Source: an optimization exercise on an open RTL-to-GDS flow (aim: small area, a short achievable clock period and few clock cycles per item). Production flows keep margins and buffers that such runs may drop. Only the layout flow was run in this run; the RTL was not checked for function there. Power is estimated from default activity; no workload was simulated.

--- design/flow/design.v ---
`timescale 1ns/100ps
`default_nettype none
module cm_top #(
    parameter logic [31:0] RF_BADDR = 32'd0      
) (
    input  wire         clk,
    input  wire         rst_n,
    input  wire  [31:0] rf_addr,
    input  wire         rf_wr,
    input  wire  [31:0] rf_cfg,
    output logic [31:0] rf_sts,
    output logic        mem_ce,
    output logic        mem_we,
    output logic [31:0] mem_addr,
    output logic [7:0]  mem_wr_data,
    input  wire  [7:0]  mem_rd_data
);
    logic sel_op1, sel_op2, sel_res, sel_nop, sel_start, sel_sts;
    assign sel_op1   = rf_wr & (rf_addr == RF_BADDR + 32'd0);
    assign sel_op2   = rf_wr & (rf_addr == RF_BADDR + 32'd1);
    assign sel_res   = rf_wr & (rf_addr == RF_BADDR + 32'd2);
    assign sel_nop   = rf_wr & (rf_addr == RF_BADDR + 32'd3);
    assign sel_start = rf_wr & (rf_addr == RF_BADDR + 32'd4);
    assign sel_sts   = rf_wr & (rf_addr == RF_BADDR + 32'd5);
    logic        running;        
    logic        done_q;         
    logic [10:1] s;              
    logic        first;          
    logic        cv;             
    logic        last;           
    logic        rot;            
    logic        rz;             
    logic        ait;            
    logic        bit_q;          
    logic        b0;             
    logic        yf;             
    logic [31:0] rd_cnt;         
    logic [31:0] nop_q;
    logic        go, pend, finish;
    logic        r_n, f_n, l_n;
    logic [10:1] s_n;
    assign go     = sel_start & rf_cfg[0] & ~running;
    assign pend   = s[10];                                     
    assign finish = last & s[7];
    always_comb begin
        r_n = running;
        f_n = first;
        l_n = last;
        s_n = 10'd1;
        if (!running) begin
            if (go) begin
                r_n = 1'b1;
                f_n = 1'b1;
                l_n = 1'b0;
            end
        end else if (finish) begin
            r_n = 1'b0;
        end else if (pend) begin
            f_n = 1'b0;
            l_n = rz;
        end else begin
            s_n = {s[9:1], 1'b0};
        end
    end
    always_ff @(posedge clk or negedge rst_n) begin
        if (!rst_n) begin
            running <= 1'b0;
            done_q  <= 1'b0;
            s       <= 10'd1;
            first   <= 1'b0;
            cv      <= 1'b0;
            last    <= 1'b0;
            rot     <= 1'b0;
            ait     <= 1'b0;
            bit_q   <= 1'b0;
            b0      <= 1'b0;
            yf      <= 1'b0;
            mem_ce  <= 1'b0;
            mem_we  <= 1'b0;
        end else begin
            if (sel_sts)
                done_q <= 1'b0;
            else if (running && finish)
                done_q <= 1'b1;
            running <= r_n;
            first   <= f_n;
            last    <= l_n;
            s       <= s_n;
            if (!running)
                cv <= 1'b0;
            else if (pend)
                cv <= ~last;
            rot     <= running & (((s[1] | s[3] | (s[9] & ~rz)) & ~last) |
                                  (s[6] & last));
            if (!running)
                yf <= 1'b0;
            else if (s[3] && !last && rz)
                yf <= 1'b1;
            ait     <= running & (((s[5] | s[6] | s[7] | s[8] | s[9]) & ~last) |
                                  ((s[10] & ~last) | ((s[1] | s[2]) & cv)));
            bit_q   <= ait;
            b0      <= running & ((s[6] & ~last) | (s[10] & ~last));
            mem_ce  <= r_n & (l_n ? (|s_n[7:2]) : ((|s_n[4:1]) | ~f_n));
            mem_we  <= l_n | ~(|s_n[4:1]);
        end
    end
    always_ff @(posedge clk) begin
        if (sel_nop)
            nop_q <= rf_cfg;
        if (!running)
            rd_cnt <= 32'd0;
        else if (s[1] && !last)
            rd_cnt <= rd_cnt + 32'd1;
        rz <= (rd_cnt == nop_q);
    end
    assign rf_sts = {31'd0, done_q};
    logic [31:0] b_p, c_p, inc;
    assign inc = mem_addr + {31'd0, mem_ce};
    always_ff @(posedge clk or negedge rst_n) begin
        if (!rst_n) begin
            mem_addr <= 32'd0;
            b_p      <= 32'd0;
            c_p      <= 32'd0;
        end else begin
            if (sel_op1)
                mem_addr <= rf_cfg;
            else if (rot)
                mem_addr <= b_p;
            else
                mem_addr <= inc;
            if (sel_op2)
                b_p <= rf_cfg;
            else if (rot)
                b_p <= c_p;
            if (sel_res)
                c_p <= rf_cfg;
            else if (rot)
                c_p <= inc;
        end
    end
    logic [7:0] s_q, x1, y1, x2r, y2r, x2n, y2n;
    assign x2n = s[4] ? {mem_rd_data[5:0], mem_rd_data[7:6]} : {x2r[1:0], x2r[7:2]};
    assign y2n = s[5] ? mem_rd_data : {y2r[1:0], y2r[7:2]};
    always_ff @(posedge clk) begin
        s_q <= mem_rd_data;                                       
        if (s[3]) begin
            x1 <= s_q;
            y1 <= mem_rd_data;
        end
        x2r <= x2n;
        y2r <= y2n;
    end
    function automatic logic [2:0] bdec(input logic [2:0] w);
        bdec = {w[2],
                (w[2] & ~w[1] & ~w[0]) | (~w[2] & w[1] & w[0]),
                w[1] ^ w[0]};
    endfunction
    function automatic logic [11:0] bterm(input logic [7:0] m, input logic [2:0] d, input logic inv);
        logic        neg;
        logic [10:0] mag;
        neg = d[2] ^ inv;
        mag = d[0] ? {{3{m[7]}}, m} : (d[1] ? {{2{m[7]}}, m, 1'b0} : 11'd0);
        bterm = {neg, mag ^ {11{neg}}};
    endfunction
    logic       m0, phx;
    logic [2:0] wdx, wdy, d1, d2;
    assign m0  = s[5] | s[9];                        
    assign phx = yf ? (s[9] | s[10] | s[1] | s[2])   
                    : (s[5] | s[6] | s[7] | s[8]);
    assign wdx = bdec({x2n[1:0], x2n[7] & ~m0});
    assign wdy = bdec({y2n[1:0], y2n[7] & ~m0});
    always_ff @(posedge clk) begin
        d1 <= phx ? wdx : wdy;
        d2 <= phx ? {~wdy[2], wdy[1:0]} : wdx;
    end
    logic [11:0] ta, tb;
    logic [10:0] ab;
    logic        cb;
    assign ta = bterm(x1, d1, 1'b0);
    assign tb = bterm(y1, d2, 1'b0);
    always_ff @(posedge clk) begin
        ab <= ta[10:0] + tb[10:0] + {10'd0, ta[11]};
        cb <= tb[11];
    end
    logic [8:0]  pa, hx;
    logic [7:0]  la, hlx, lan;
    logic [10:0] t;
    assign t   = (b0 ? 11'd0 : {{2{pa[8]}}, pa}) + ab + {10'd0, cb};
    assign lan = bit_q ? {t[1:0], la[7:2]} : la;
    always_ff @(posedge clk) begin
        if (bit_q) begin
            pa <= t[10:2];
            la <= lan;
        end
        if (s[1] && cv) begin
            hx  <= pa;
            hlx <= la;
        end
    end
    always_ff @(posedge clk) begin
        if (s[1] && last)
            mem_wr_data <= la;                       
        else if (s[2] && last)
            mem_wr_data <= hx[7:0];
        else if (s[3] && last)
            mem_wr_data <= {8{hx[8]}};
        else if (s[4])
            mem_wr_data <= lan;
        else if (s[5])
            mem_wr_data <= pa[7:0];
        else if (s[6])
            mem_wr_data <= {8{pa[8]}};
        else if (s[7])
            mem_wr_data <= hlx;
        else if (s[8])
            mem_wr_data <= hx[7:0];
        else if (s[9])
            mem_wr_data <= {8{hx[8]}};
    end
endmodule
`default_nettype wire
--- design/flow/flow/run.sh ---
#!/bin/bash
# Standard layout, with plain buffers (instead of delay buffers) on the ports
# and a clock tree without dummy loads.
export BUFFER_PORTS_ARGS="-buffer_cell sky130_fd_sc_hd__buf_2"
export CTS_ARGS="-sink_clustering_enable -repair_clock_nets -dont_use_dummy_load"
bash standard.sh > standard.log 2>&1
--- design/flow/constraint.sdc ---
create_clock -name core_clock -period 5.0 [get_ports {clk}]
set_input_delay 1.0000 -clock core_clock [delete_from_list [all_inputs] [get_ports {clk}]]
set_output_delay 1.0000 -clock core_clock [all_outputs]
set_load 0.01 [all_outputs]
--- design/flow/config.mk ---
export PLATFORM = sky130hd
export DESIGN_NAME = cm_top
export DESIGN_NICKNAME = cm_top
export VERILOG_FILES = /design/flow/design.v
export SDC_FILE = /design/flow/constraint.sdc
export NUM_CORES = 4
export LEC_CHECK = 0
export CAP_MARGIN = 20
export CORE_MARGIN = 2
export CORE_UTILIZATION = 40
export PLACE_DENSITY = 0.6
export SETUP_SLACK_MARGIN = 2.45
export SLEW_MARGIN = 20
--- design/flow/standard.sh ---
#!/bin/bash
# synth_recipe.tcl (not shown) runs the flow's synth.tcl, then flattens the netlist and writes it again
# the make line also repeats each setting of config.mk as NAME=value (left out here)
make -C /OpenROAD-flow-scripts/flow DESIGN_CONFIG=/design/flow/config.mk WORK_HOME=/design/flow/orfs CLKGATE_MAP_FILE= SYNTH_SCRIPT=/design/flow/synth_recipe.tcl "${@:-finish}"
==> run summary <==
## state kept, by name, summed over array words and instances, names as in the netlist, 9 cells and up
signal,flops
mem_addr,32
s,10
hx,9
c_p,32
ab,11
rd_cnt,32
nop_q,32
b_p,32
pa,9
## metal layers
layer	vias up	part of all wire (%)
met5	-	0.039
met4	2	2.6
met3	46	4.7
met2	245	44
met1	4777	49
li1	4895	-
## cell usage after synthesis, types with 10 or more instances
cell type	n
sky130_fd_sc_hd__nand2b_1	16
sky130_fd_sc_hd__o21ai_0	43
sky130_fd_sc_hd__nand3_1	42
sky130_fd_sc_hd__buf_2	10
sky130_fd_sc_hd__nor2b_1	37
sky130_fd_sc_hd__a21oi_1	28
sky130_fd_sc_hd__nand2_1	129
sky130_fd_sc_hd__a211oi_1	18
sky130_fd_sc_hd__dfrtp_1	117
sky130_fd_sc_hd__edfxtp_1	90
sky130_fd_sc_hd__nand4_1	18
sky130_fd_sc_hd__o221ai_1	11
sky130_fd_sc_hd__dfxtp_1	75
sky130_fd_sc_hd__a22oi_1	14
sky130_fd_sc_hd__and4_1	11
sky130_fd_sc_hd__buf_4	32
sky130_fd_sc_hd__xnor2_1	51
sky130_fd_sc_hd__xor2_1	56
sky130_fd_sc_hd__nor2_1	60
sky130_fd_sc_hd__nor4_1	21
sky130_fd_sc_hd__clkbuf_1	46
sky130_fd_sc_hd__inv_1	26
sky130_fd_sc_hd__mux2i_1	82
sky130_fd_sc_hd__ha_1	20
sky130_fd_sc_hd__mux2_2	24
sky130_fd_sc_hd__and2_1	32
sky130_fd_sc_hd__nor3_1	45
sky130_fd_sc_hd__o21ai_1	45
## per-stage QoR
stage	hold slack, ns	utilization (%)	instances	instance area [sq um]
after CTS	0.353	45.8	1881	15800
final	0.350	46.1	1887	15900
after global routing	0.362	46.0	1886	15900
after floorplan	0.330	-	1355	14200
after global placement	0.337	43.3	1845	15000
after detailed placement	0.335	43.3	1845	15000
## logic make-up (layout without fill, tap and decap cells)
logic type      count (synthesis)  count (layout)
simple gates                  453             453
buf+inv                       120             195
compound gates                230             230
other cells                     1              33
fa+ha+maj                      23              23
flops                         283             283
xor+xnor                      107             107
mux                           108             108
## what timing repair did
item	4_1_cts	5_1_grt
endpoints found under the setup margin	51	54
resized for setup	17	14
gates cloned	0	1
pin swaps	2	5
setup buffers	5	3
## area by class of cell
class | instances | area (sq um)
clock buffers | 31 | 776
flip-flops and latches | 283 | 7180
well taps | 455 | 569
inverters | 26 | 101
repair inverters | 1 | 5.00
fillers | 3223 | 18600
repair buffers | 137 | 758
diodes | 2 | 5.00
multi-input cells | 952 | 6520
## cell usage in the layout (no fill, tap or decap), types with 32 or more instances in the layout
| cell type | Yosys | final |
|---|---|---|
| sky130_fd_sc_hd__nor2_1 | 60 | 60 |
| sky130_fd_sc_hd__buf_2 | 10 | 116 |
| sky130_fd_sc_hd__nand3_1 | 42 | 41 |
| sky130_fd_sc_hd__o21ai_0 | 43 | 42 |
| sky130_fd_sc_hd__mux2i_1 | 82 | 82 |
| sky130_fd_sc_hd__o21ai_1 | 45 | 46 |
| sky130_fd_sc_hd__nor2b_1 | 37 | 34 |
| sky130_fd_sc_hd__nand2_1 | 129 | 128 |
| sky130_fd_sc_hd__dfrtp_1 | 117 | 115 |
| sky130_fd_sc_hd__xnor2_1 | 51 | 51 |
| sky130_fd_sc_hd__nor3_1 | 45 | 45 |
| sky130_fd_sc_hd__dfxtp_1 | 75 | 71 |
| sky130_fd_sc_hd__xor2_1 | 56 | 56 |
| sky130_fd_sc_hd__edfxtp_1 | 90 | 90 |
| sky130_fd_sc_hd__and2_1 | 32 | 32 |
## power breakdown
part / total [W] / internal (W) / switching, W
Sequential: 0.00238 / 0.00238 / 0.000000805
Combinational: 0.0000946 / 0.0000258 / 0.0000688
Clock: 0.00189 / 0.00108 / 0.000819
## worst paths after layout
check | endpoint | depth (start not counted)
min reg2reg | bit_q$_DFF_PN0_ | 0
min in group asynchronous | c_p[21]$_DFFE_PN0P_ | 1
max | c_p[29]$_DFFE_PN0P_ | 7
min | bit_q$_DFF_PN0_ | 0
max reg2reg | ab[8]$_DFF_P_ | 9
max in group asynchronous | rot$_DFF_PN0_ | 2
## worst register-to-register path, stage by stage (launching register included)
cell	delay [ns]
sky130_fd_sc_hd__edfxtp_1	0.42
sky130_fd_sc_hd__and3b_1	0.21
sky130_fd_sc_hd__o21bai_2	0.19
sky130_fd_sc_hd__nand2_1	0.09
sky130_fd_sc_hd__fa_1	0.41
sky130_fd_sc_hd__a21o_1	0.17
sky130_fd_sc_hd__a21oi_1	0.21
sky130_fd_sc_hd__o21ai_1	0.12
sky130_fd_sc_hd__o41a_1	0.35
sky130_fd_sc_hd__xnor2_1	0.13
==> results_dict.tcl <==
set metrics [dict create \
    share_of_flip_flops_with_an_asynchronous_set_or_reset_pct 41.7 \
    detailedPlace.worstSlack_ns 1.46 \
    area_fraction_in_and_or_nand_and_nor_cells_after_synthesis_pct 17.1 \
    finalWirelength_mm 33.6 \
    total_cts_buffers 31 \
    flow.area_growth_from_synthesis_pct 13.5 \
    cp.buffers_inverters 3 \
    synth.area.top_cells "sky130_fd_sc_hd__dfrtp_1 21%, sky130_fd_sc_hd__edfxtp_1 19%, sky130_fd_sc_hd__dfxtp_1 11%" \
    fmaxAchievable_mhz 403 \
    die_x_um 191 \
    worst_ir_drop_vdd_mv 0.268 \
    critPathLaunch "rf_addr[13]" \
    design.die.area_sq_um 36500 \
    fin_crit_ns 2.48 \
    seq_area_frac_synth_pct 51.1 \
    setup_violations 0 \
    first_global_vias 9730 \
    maximum_number_of_pins_on_one_net_before_global_route_repair 65 \
    synth_compound_area_share_pct 10.8 \
    critical_path_arrival_ns 2.89 \
    wl_per_cell_um 17.8 \
    synth_adder_area_share_pct 2.21 \
    worst_slew_pin_slew_ns 0.961 \
    number_of_antenna_violations_at_the_first_check_in_global_routing 3 \
    synth_top_family_by_area "simple AND/OR/NAND/NOR gates" \
    dominant_synthesized_flop_cell "sky130_fd_sc_hd__dfrtp_1" \
    run_status "complete, no violations" \
    regToRegStartpoint "y1[0]$_DFFE_PP_" \
    groute.usage.overall_pct 18.4 \
    synthMuxAreaShare_pct 7.95 \
    edff_count_synth 90 \
    synth_warnings 1 \
    antenna_violating_nets_post_route 0 \
    startpoint_of_the_worst_hold_path "ait$_DFF_PN0_" \
    gr-total-overflow 0 \
    place.detailed.hpwl_mm 23.6 \
    drt_iter0_drc 643 \
    cts_root_buf "sky130_fd_sc_hd__clkbuf_16" \
    tritoncts_num_sinks 283 \
    gr-usage-met2_pct 28.3 \
    cp.required_ns 5.41 \
    drive_above_1_share_pct 16.8 \
    setup_repair_after_global_routing_missed_its_margin "true" \
    max_incr_delay_on_cp_ns 0.41 \
    clock_tree.htree_level_count 1 \
    io_pins 149 \
    timing.reg2reg.setup_slack_ns 2.56 \
    finClkSkew_ns 0.0296 \
    critical_path.slowest_cell "sky130_fd_sc_hd__nor4_2" \
    number_of_synthesized_register_bits 283 \
    place.gp.congestion 0.840 \
    floorplan.initialDensity_pct 40.6 \
    grt_util_met3_pct 2.99 \
    hold_buffers 0 \
    design_power_total_w 0.00437 \
    portBuffers 117 \
    timing_hold_violations_final 0 \
    viasPerCell 5.28 \
    post_synth_xor_area_fraction_pct 6.69 \
    synth_top_cell_area_share_pct 20.9 \
    clkTransAtPathRegs_ns 0.05 \
    tns_ns 0 \
    fin_nets 1530 \
    drt_first_pass_iters 5 \
    drc 0 \
    worstSetupEndpointType "flip-flop" \
    leakage_nw 6.10 \
    grt-busiest-layer "met2" \
    worst_slack_ns 2.52 \
    pwr_density_cell_nw_per_um2 275 \
    timing.slew.headroom_pct 35.9 \
    hold_path.class "reg -> reg" \
    tritoncts_clock_tree "yes" \
    start_kind "input port" \
    timing.final.crit_share_pct 49.6 \
    grt_pass1_wl_mm 53.6 \
    synthesis.instances 1325 \
    cp_top_family "simple AND/OR/NAND/NOR gates" \
    cell_area_after_synthesis_sq_um 14000 \
    vias 9965 \
    max_cap_viol_count 0 \
    yosys.cell_types.count 70 \
    cts_max_path_buffers 3 \
    synth_area_leader "sky130_fd_sc_hd__dfrtp_1" \
    critical_path_peak_fanout 35 \
    slew_violations 0 \
    globalRouteMet1Util_pct 26.8 \
    coreArea_sq_um 34500 \
    crit_path_cell_chain "buf_2, nor4_2, nand4b_1, nor4_4, buf_6, buf_12, mux2_4" \
    critPathKind "in -> reg" \
    synth_area_per_cell_sq_um 10.6 \
    worstSkewPairLatency_ns 0.55 \
    fp-row-count 68 \
    dieHeight_um 191 \
]

re-timing with driven ports:
The flow's constraints put no driver on any port. The routed layout listed below was extracted and timed again, unchanged, in two steps.
Step 1 sets driving cells, clkbuf_16 on the clock port and buf_2 on the other inputs (assumed; they add their load-dependent delay and slew).
Step 2 times the ports against the registers' clock, not the clock port: input delays grow and output delays shrink by t, the midpoint of the rising clock arrivals with the driver on.
Slacks: ideal ports / drivers / drivers and shift; pairs: ideal ports / drivers.
t (ns): 0.589
slack for setup (ns): 2.518 / 2.550 / 1.961
hold slack, ns: 0.350 / 0.350 / 0.350
slew at the worst register clock pin (ns): 0.06 / 0.06
After both steps setup and hold are still met in this run. The setup slack of this run moves by +0.032 ns with the drivers and by -0.557 ns with both steps.
